What follows belongs to an exercise in optimizing a design on an open flow for small area, a short achievable clock period and few clock cycles; a production flow would make more cautious choices. RTL that was checked went through simulation tests only; none was proved equivalent to the original.

// ccl_centroid
module ccl_centroid (
    input  logic                      clk,
    input  logic                      reset,
    input  logic                      img_vsync,
    input  logic                      img_href,
    input  logic                      img_bit,
    output logic                      region_valid,
    output ccl_region_pkg::label_t    region_label,
    output ccl_region_pkg::area_t     region_area,
    output ccl_region_pkg::centroid_t centroid_x,
    output ccl_region_pkg::centroid_t centroid_y,
    output logic                      report_done
);
    logic                   rst_q;
    logic                   pix_valid;
    logic                   pix_bit;
    ccl_frame_pkg::coord_t  pix_x;
    ccl_frame_pkg::coord_t  pix_y;
    logic                   frame_start;
    logic                   frame_end;
    ccl_region_pkg::label_t cur_label;
    logic                   need_new;
    ccl_region_pkg::label_t n_labels;
    logic                   acc_en;
    logic                   acc_new;
    ccl_frame_pkg::coord_t  acc_x;
    ccl_frame_pkg::coord_t  acc_y;
    logic [31:1]            sel;        
    ccl_region_pkg::label_t rd_label;   
    logic                   busy;
    logic                   phase;
    logic                   go;
    logic                   empty_done;
    logic [8:0]             area_rd;
    logic [10:0]            sum_x_rd;
    logic [10:0]            sum_y_rd;
    frame_timing frame_timing_inst (
        .clk         (clk),
        .reset       (reset),
        .img_vsync   (img_vsync),
        .img_href    (img_href),
        .img_bit     (img_bit),
  ...
Size in the first run: about 39 I/O pins, roughly 47,000 um^2 of cells after synthesis.
==> module centroid_reporter, before the edit <==
module centroid_reporter #(
    parameter int K1 = 1,
    parameter int K2 = 3,
    parameter int K3 = 3,
    parameter int K4 = 2
) (
    input  logic                      clk,
    input  logic                      rst,
    input  logic                      go,           
    input  logic                      phase,        
    input  logic                      empty_done,   
    input  ccl_region_pkg::label_t    n_labels,
    input  logic [8:0]                area_in,
    input  logic [10:0]               sum_x_in,
    input  logic [10:0]               sum_y_in,
    output logic                      region_valid,
    output ccl_region_pkg::label_t    region_label,
    output ccl_region_pkg::area_t     region_area,
    output ccl_region_pkg::centroid_t centroid_x,
    output ccl_region_pkg::centroid_t centroid_y,
    output logic                      report_done
);
    logic [10:0] s_in;
    logic [7:0]  r0, r1, r2, r3, r4;
    logic [8:0]  nb0, nb1, nb2, nb3, nb4;
    logic [8:0]  q1, q2, q3, q4;
    logic [7:0]  r1_q, r2_q, r3_q;
    logic [8:0]  nb1_q, nb2_q, nb3_q;
    logic [8:0]  q1_q, q2_q, q3_q;
    logic [8:0]  a1_q, a2_q, a3_q;
    logic        v1_q, v2_q, v3_q;
    logic        y1_q, y2_q, y3_q;
    logic        out_x, out_y;
    ccl_region_pkg::label_t next_label;
    assign s_in = phase ? sum_y_in : sum_x_in;
    assign r0  = {1'b0, s_in[10:4]};
    assign nb0 = {s_in[3:0], 5'd0};
    div_stage #(.N(K1)) st1 (.r_in(r0),   .nb_in(nb0),   .q_in(9'd0), .a(area_in),
                             .r_out(r1),  .nb_out(nb1),  .q_out(q1));
    div_stage #(.N(K2)) st2 (.r_in(r1_q), .nb_in(nb1_q), .q_in(q1_q), .a(a1_q),
                             .r_out(r2),  .nb_out(nb2),  .q_out(q2));
    div_stage #(.N(K3)) st3 (.r_in(r2_q), .nb_in(nb2_q), .q_in(q2_q), .a(a2_q),
                             .r_out(r3),  .nb_out(nb3),  .q_out(q3));
    div_stage #(.N(K4)) st4 (.r_in(r3_q), .nb_in(nb3_q), .q_in(q3_q), .a(a3_q),
                             .r_out(r4),  .nb_out(nb4),  .q_out(q4));
    always_ff @(posedge clk) begin
        r1_q  <= r1;
        nb1_q <= nb1;
        q1_q  <= q1;
        a1_q  <= area_in;
        y1_q  <= phase;
        r2_q  <= r2;
        nb2_q <= nb2;
        q2_q  <= q2;
        a2_q  <= a1_q;
        y2_q  <= y1_q;
        r3_q  <= r3;
        nb3_q <= nb3;
        q3_q  <= q3;
        a3_q  <= a2_q;
        y3_q  <= y2_q;
    end
    assign next_label = region_label + 1'b1;
    assign out_x      = v3_q && !y3_q;
    assign out_y      = v3_q && y3_q;
    always_ff @(posedge clk) begin
        if (rst) begin
            v1_q         <= 1'b0;
            v2_q         <= 1'b0;
            v3_q         <= 1'b0;
            region_valid <= 1'b0;
            report_done  <= 1'b0;
            region_label <= '0;
        end else begin
            v1_q <= go;
            v2_q <= v1_q;
            v3_q <= v2_q;
            region_valid <= out_y;
            report_done  <= (out_y && next_label == n_labels) || empty_done;
            if (out_y)
                region_label <= next_label;
            else if (report_done)
                region_label <= '0;
        end
    end
    always_ff @(posedge clk) begin
        if (out_x)
            centroid_x <= q4;
        if (out_y) begin
            centroid_y  <= q4;
            region_area <= a3_q;
        end
    end
endmodule
==> module ccl_centroid, before the edit <==
module ccl_centroid (
    input  logic                      clk,
    input  logic                      reset,
    input  logic                      img_vsync,
    input  logic                      img_href,
    input  logic                      img_bit,
    output logic                      region_valid,
    output ccl_region_pkg::label_t    region_label,
    output ccl_region_pkg::area_t     region_area,
    output ccl_region_pkg::centroid_t centroid_x,
    output ccl_region_pkg::centroid_t centroid_y,
    output logic                      report_done
);
    logic                   rst_q;
    logic                   pix_valid;
    logic                   pix_bit;
    ccl_frame_pkg::coord_t  pix_x;
    ccl_frame_pkg::coord_t  pix_y;
    logic                   frame_start;
    logic                   frame_end;
    ccl_region_pkg::label_t cur_label;
    logic                   need_new;
    ccl_region_pkg::label_t n_labels;
    logic                   acc_en;
    logic                   acc_new;
    ccl_frame_pkg::coord_t  acc_x;
    ccl_frame_pkg::coord_t  acc_y;
    logic [31:1]            sel;        
    ccl_region_pkg::label_t rd_label;   
    logic                   busy;
    logic                   phase;
    logic                   go;
    logic                   empty_done;
    logic [8:0]             area_rd;
    logic [10:0]            sum_x_rd;
    logic [10:0]            sum_y_rd;
    frame_timing frame_timing_inst (
        .clk         (clk),
        .reset       (reset),
        .img_vsync   (img_vsync),
        .img_href    (img_href),
        .img_bit     (img_bit),
        .rst_q       (rst_q),
        .pix_valid   (pix_valid),
        .pix_bit     (pix_bit),
        .pix_x       (pix_x),
        .pix_y       (pix_y),
        .frame_start (frame_start),
        .frame_end   (frame_end)
    );
    label_assigner label_assigner_inst (
        .clk         (clk),
        .pix_valid   (pix_valid),
        .pix_bit     (pix_bit),
        .pix_x       (pix_x),
        .pix_y       (pix_y),
        .frame_start (frame_start),
        .cur_label   (cur_label),
        .need_new    (need_new),
        .n_labels    (n_labels)
    );
    assign go         = busy || (frame_end && n_labels != 5'd0);
    assign empty_done = frame_end && n_labels == 5'd0;
    always_ff @(posedge clk) begin
        if (rst_q) begin
            busy  <= 1'b0;
            phase <= 1'b0;
        end else if (go) begin
            phase <= ~phase;
            busy  <= ~(phase && rd_label == n_labels);
        end
    end
    always_ff @(posedge clk) begin
        acc_en  <= pix_valid;
        acc_new <= pix_valid && need_new;
        acc_x   <= pix_x;
        acc_y   <= pix_y;
        if (pix_valid) begin
            for (int i = 1; i < 32; i++)
                sel[i] <= (cur_label == 5'(i));
        end else if (go) begin
            if (phase)
                sel <= {sel[30:1], 1'b0};
        end else begin
            sel <= 31'd1;
        end
        if (go) begin
            if (phase)
                rd_label <= rd_label + 1'b1;
        end else begin
            rd_label <= 5'd1;
        end
    end
    region_accumulator region_accumulator_inst (
        .clk      (clk),
        .acc_en   (acc_en),
        .acc_new  (acc_new),
        .sel      (sel),
        .acc_x    (acc_x),
        .acc_y    (acc_y),
        .area_rd  (area_rd),
        .sum_x_rd (sum_x_rd),
        .sum_y_rd (sum_y_rd)
    );
    centroid_reporter centroid_reporter_inst (
        .clk          (clk),
        .rst          (rst_q),
        .go           (go),
        .phase        (phase),
        .empty_done   (empty_done),
        .n_labels     (n_labels),
        .area_in      (area_rd),
        .sum_x_in     (sum_x_rd),
        .sum_y_in     (sum_y_rd),
        .region_valid (region_valid),
        .region_label (region_label),
        .region_area  (region_area),
        .centroid_x   (centroid_x),
        .centroid_y   (centroid_y),
        .report_done  (report_done)
    );
endmodule
export LEC_CHECK = 0
export CAP_MARGIN = 20
export CORE_MARGIN = 2
export CORE_UTILIZATION = 40
export SLEW_MARGIN = 20
create_clock -name core_clock -period 34.0 [get_ports {clk}]
standard.sh (not shown) runs the stock make flow with config.mk's settings and CLKGATE_MAP_FILE= SYNTH_SCRIPT=/design/flow/synth_recipe.tcl, a recipe that flattens the netlist after the stock synthesis.
==> flow/flow/run.sh <==
#!/bin/bash
# Standard ORFS layout, except that the port buffers are buf_4 cells rather
# than the delay buffers buffer_ports picks by default.
set -euo pipefail
bash standard.sh BUFFER_PORTS_ARGS="-buffer_cell sky130_fd_sc_hd__buf_4" finish > flow_make.log 2>&1
Testbench counts at the start, summed over its fixed seeds: cycles 57,272.
Then changed:
--- a/flow/design.v
+++ b/flow/design.v
@@ -312,12 +312,10 @@
     end
     always_ff @(posedge clk) begin
         if (out_x)
             centroid_x <= q4;
-        if (out_y) begin
-            centroid_y  <= q4;
-            region_area <= a3_q;
-        end
+        centroid_y  <= q4;
+        region_area <= a3_q;
     end
 endmodule
 `timescale 1ns/1ps
 module ccl_centroid (
@@ -346,10 +344,10 @@
     logic                   acc_en;
     logic                   acc_new;
     ccl_frame_pkg::coord_t  acc_x;
     ccl_frame_pkg::coord_t  acc_y;
+    ccl_region_pkg::label_t addr;       
     logic [31:1]            sel;        
-    ccl_region_pkg::label_t rd_label;   
     logic                   busy;
     logic                   phase;
     logic                   go;
     logic                   empty_done;
@@ -388,31 +386,26 @@
             busy  <= 1'b0;
             phase <= 1'b0;
         end else if (go) begin
             phase <= ~phase;
-            busy  <= ~(phase && rd_label == n_labels);
+            busy  <= ~(phase && addr == n_labels);
         end
     end
     always_ff @(posedge clk) begin
         acc_en  <= pix_valid;
         acc_new <= pix_valid && need_new;
         acc_x   <= pix_x;
         acc_y   <= pix_y;
-        if (pix_valid) begin
-            for (int i = 1; i < 32; i++)
-                sel[i] <= (cur_label == 5'(i));
-        end else if (go) begin
-            if (phase)
-                sel <= {sel[30:1], 1'b0};
-        end else begin
-            sel <= 31'd1;
-        end
-        if (go) begin
-            if (phase)
-                rd_label <= rd_label + 1'b1;
-        end else begin
-            rd_label <= 5'd1;
-        end
+        if (pix_valid)
+            addr <= cur_label;
+        else if (go)
+            addr <= phase ? addr + 1'b1 : addr;
+        else
+            addr <= 5'd1;
+    end
+    always_comb begin
+        for (int i = 1; i < 32; i++)
+            sel[i] = (addr == 5'(i));
     end
     region_accumulator region_accumulator_inst (
         .clk      (clk),
         .acc_en   (acc_en),
Result:
- wire length falls slightly
- design area falls slightly
- setup slack got worse by 11 ps
- synthesized area fell slightly
- global-route usage grows by 0.11 points
Only the layout flow was run in the second run of this note; the RTL was not checked for function there.

ccl_centroid, a different RTL version from the one above (not shown whole).
Size in the first run: ~39 I/O pins, ~0.047 sq mm of cells after synthesis.
==> module centroid_reporter, before the edit <==
module centroid_reporter #(
    parameter int K1 = 1,
    parameter int K2 = 3,
    parameter int K3 = 3,
    parameter int K4 = 2
) (
    input  logic                      clk,
    input  logic                      rst,
    input  logic                      go,           
    input  logic                      phase,        
    input  logic                      single,       
    input  logic                      frame_end,
    input  logic                      empty_done,   
    input  ccl_region_pkg::label_t    n_labels,
    input  logic [8:0]                area_in,
    input  logic [10:0]               sum_x_in,
    input  logic [10:0]               sum_y_in,
    output logic                      region_valid,
    output ccl_region_pkg::label_t    region_label,
    output ccl_region_pkg::area_t     region_area,
    output ccl_region_pkg::centroid_t centroid_x,
    output ccl_region_pkg::centroid_t centroid_y,
    output logic                      report_done
);
    logic [10:0] s_in;
    logic [7:0]  r0, r1, r2, r3, r4;
    logic [8:0]  nb0, nb1, nb2, nb3, nb4;
    logic [8:0]  q1, q2, q3, q4;
    logic [7:0]  r1_q, r2_q, r3_q;
    logic [8:0]  nb1_q, nb2_q, nb3_q;
    logic [8:0]  q1_q, q2_q, q3_q;
    logic [8:0]  a1_q, a2_q, a3_q;
    logic        v1_q, v2_q, v3_q;
    logic        y1_q, y2_q, y3_q;          
    logic        b1_q, b2_q, b3_q;          
    logic        out_x, out_y;
    ccl_region_pkg::label_t n_done;         
    ccl_region_pkg::label_t next_label;
    assign s_in = phase ? sum_y_in : sum_x_in;
    assign r0  = {1'b0, s_in[10:4]};
    assign nb0 = {s_in[3:0], 5'd0};
    div_stage #(.N(K1)) st1 (.r_in(r0),   .nb_in(nb0),   .q_in(9'd0), .a(area_in),
                             .r_out(r1),  .nb_out(nb1),  .q_out(q1));
    div_stage #(.N(K2)) st2 (.r_in(r1_q), .nb_in(nb1_q), .q_in(q1_q), .a(a1_q),
                             .r_out(r2),  .nb_out(nb2),  .q_out(q2));
    div_stage #(.N(K3)) st3 (.r_in(r2_q), .nb_in(nb2_q), .q_in(q2_q), .a(a2_q),
                             .r_out(r3),  .nb_out(nb3),  .q_out(q3));
    div_stage #(.N(K4)) st4 (.r_in(r3_q), .nb_in(nb3_q), .q_in(q3_q), .a(a3_q),
                             .r_out(r4),  .nb_out(nb4),  .q_out(q4));
    always_ff @(posedge clk) begin
        r1_q  <= r1;
        nb1_q <= nb1;
        q1_q  <= q1;
        a1_q  <= single ? {1'b0, sum_x_in[3:0], sum_y_in[3:0]} : area_in;
        y1_q  <= phase || single;
        b1_q  <= single;
        b2_q  <= b1_q;
        b3_q  <= b2_q;
        r2_q  <= r2;
        nb2_q <= nb2;
        q2_q  <= q2;
        a2_q  <= a1_q;
        y2_q  <= y1_q;
        r3_q  <= r3;
        nb3_q <= nb3;
        q3_q  <= q3;
        a3_q  <= a2_q;
        y3_q  <= y2_q;
    end
    assign next_label = n_done + 1'b1;
    assign out_x      = (v3_q && !y3_q) || b3_q;
    assign out_y      = v3_q && y3_q;
    always_ff @(posedge clk) begin
        if (rst) begin
            v1_q         <= 1'b0;
            v2_q         <= 1'b0;
            v3_q         <= 1'b0;
            region_valid <= 1'b0;
            report_done  <= 1'b0;
            n_done       <= '0;
        end else begin
            v1_q <= go;
            v2_q <= v1_q;
            v3_q <= v2_q;
            region_valid <= out_y;
            report_done  <= (out_y && next_label == n_labels) || empty_done;
            if (out_y)
                n_done <= next_label;
            else if (frame_end)
                n_done <= '0;
        end
    end
    always_ff @(posedge clk) begin
        if (out_x)
            centroid_x <= b3_q ? {a3_q[7:4], 5'd0} : q4;
        centroid_y  <= b3_q ? {a3_q[3:0], 5'd0} : q4;
        region_area <= b3_q ? 9'd1 : a3_q;
        region_label <= next_label;
    end
endmodule
==> module ccl_centroid, before the edit <==
module ccl_centroid (
    input  logic                      clk,
    input  logic                      reset,
    input  logic                      img_vsync,
    input  logic                      img_href,
    input  logic                      img_bit,
    output logic                      region_valid,
    output ccl_region_pkg::label_t    region_label,
    output ccl_region_pkg::area_t     region_area,
    output ccl_region_pkg::centroid_t centroid_x,
    output ccl_region_pkg::centroid_t centroid_y,
    output logic                      report_done
);
    logic                   rst_q;
    logic                   pix_valid;
    logic                   pix_bit;
    ccl_frame_pkg::coord_t  pix_x;
    ccl_frame_pkg::coord_t  pix_y;
    logic                   frame_start;
    logic                   frame_end;
    ccl_region_pkg::label_t cur_label;
    logic                   need_new;
    ccl_region_pkg::label_t n_labels;
    logic                   acc_en;
    logic                   acc_new;
    ccl_frame_pkg::coord_t  acc_x;
    ccl_frame_pkg::coord_t  acc_y;
    ccl_region_pkg::label_t addr;       
    logic [31:1]            sel;        
    logic                   busy;
    logic                   phase;
    logic                   go;
    logic                   single;     
    logic                   advance;    
    logic                   empty_done;
    logic [8:0]             area_rd;
    logic [10:0]            sum_x_rd;
    logic [10:0]            sum_y_rd;
    frame_timing frame_timing_inst (
        .clk         (clk),
        .reset       (reset),
        .img_vsync   (img_vsync),
        .img_href    (img_href),
        .img_bit     (img_bit),
        .rst_q       (rst_q),
        .pix_valid   (pix_valid),
        .pix_bit     (pix_bit),
        .pix_x       (pix_x),
        .pix_y       (pix_y),
        .frame_start (frame_start),
        .frame_end   (frame_end)
    );
    label_assigner label_assigner_inst (
        .clk         (clk),
        .pix_valid   (pix_valid),
        .pix_bit     (pix_bit),
        .pix_x       (pix_x),
        .pix_y       (pix_y),
        .frame_start (frame_start),
        .cur_label   (cur_label),
        .need_new    (need_new),
        .n_labels    (n_labels)
    );
    assign go         = busy || (frame_end && n_labels != 5'd0);
    assign single     = !phase && area_rd == 9'd1;
    assign advance    = phase || single;
    assign empty_done = frame_end && n_labels == 5'd0;
    always_ff @(posedge clk) begin
        if (rst_q) begin
            busy  <= 1'b0;
            phase <= 1'b0;
        end else if (go) begin
            phase <= ~advance;
            busy  <= ~(advance && addr == n_labels);
        end
    end
    always_ff @(posedge clk) begin
        acc_en  <= pix_valid;
        acc_new <= pix_valid && need_new;
        acc_x   <= pix_x;
        acc_y   <= pix_y;
        if (pix_valid)
            addr <= cur_label;
        else if (go)
            addr <= advance ? addr + 1'b1 : addr;
        else
            addr <= 5'd1;
    end
    always_comb begin
        for (int i = 1; i < 32; i++)
            sel[i] = (addr == 5'(i));
    end
    region_accumulator region_accumulator_inst (
        .clk      (clk),
        .acc_en   (acc_en),
        .acc_new  (acc_new),
        .sel      (sel),
        .acc_x    (acc_x),
        .acc_y    (acc_y),
        .area_rd  (area_rd),
        .sum_x_rd (sum_x_rd),
        .sum_y_rd (sum_y_rd)
    );
    centroid_reporter centroid_reporter_inst (
        .clk          (clk),
        .rst          (rst_q),
        .go           (go),
        .phase        (phase),
        .single       (single),
        .frame_end    (frame_end),
        .empty_done   (empty_done),
        .n_labels     (n_labels),
        .area_in      (area_rd),
        .sum_x_in     (sum_x_rd),
        .sum_y_in     (sum_y_rd),
        .region_valid (region_valid),
        .region_label (region_label),
        .region_area  (region_area),
        .centroid_x   (centroid_x),
        .centroid_y   (centroid_y),
        .report_done  (report_done)
    );
endmodule
Settings: LEC_CHECK=0, CAP_MARGIN=20, CORE_MARGIN=2, CORE_UTILIZATION=40, CTS_CLUSTER_DIAMETER=150, CTS_CLUSTER_SIZE=24, SLEW_MARGIN=20; clock period 34.0 ns.
Scripts as last shown in full above: flow/flow/run.sh
Edit:
--- a/flow/design.v
+++ b/flow/design.v
@@ -232,5 +232,4 @@
     input  logic                      phase,        
     input  logic                      single,       
-    input  logic                      frame_end,
     input  logic                      empty_done,   
     input  ccl_region_pkg::label_t    n_labels,
@@ -309,5 +308,5 @@
             if (out_y)
                 n_done <= next_label;
-            else if (frame_end)
+            else if (report_done)
                 n_done <= '0;
         end
@@ -431,5 +430,4 @@
         .phase        (phase),
         .single       (single),
-        .frame_end    (frame_end),
         .empty_done   (empty_done),
         .n_labels     (n_labels),
After rerunning:
- first-iteration DRC count increases slightly
- die area decreases slightly
- utilization hardly moves
- global-route usage increases by 0.14 points
- clock-buffer cell count increases by 2
- routed wire length increases slightly
- flip-flop and latch count stays the same
- clock skew decreases by 0.0070 ns
- worst setup slack improved by 0.51 ns
- design area stays flat
- non-clock buffer count increases by 11
Testbench counts after the change, summed over its fixed seeds: cycles 56,177.
The RTL of the first run of this note was laid out without a check of its function.

-- afterwards: timing with drivers on the ports --
The flow's constraints put no driver on any port. The routed layouts listed below were extracted and timed again, unchanged, in two steps.
Step 1: set_driving_cell puts a clkbuf_16 on clk and a buf_2 on each other input, an assumption about the parent block.
Step 2 times the ports against the registers' clock, not the clock port: input delays grow and output delays shrink by t, the midpoint of the rising clock arrivals with the driver on.
Slacks: ideal / step 1 / step 2; pairs: ideal / step 1.
run | shift t [ns] | setup slack, ns | pins driven straight from the clock port
the first run of note 1 | 0.774 | 25.904 / 25.828 / 26.602 | 1
the second run of note 1 | 0.764 | 25.893 / 25.819 / 26.584 | 1
the first run of note 2 | 0.744 | 25.439 / 25.483 / 24.739 | 1
the second run of note 2 | 0.746 | 25.953 / 25.884 / 25.483 | 1
After both steps setup and hold are still met in every run listed. For the first run of note 2, which loses most, drivers alone change the setup slack by +0.044 ns; drivers and shift together by -0.700 ns.
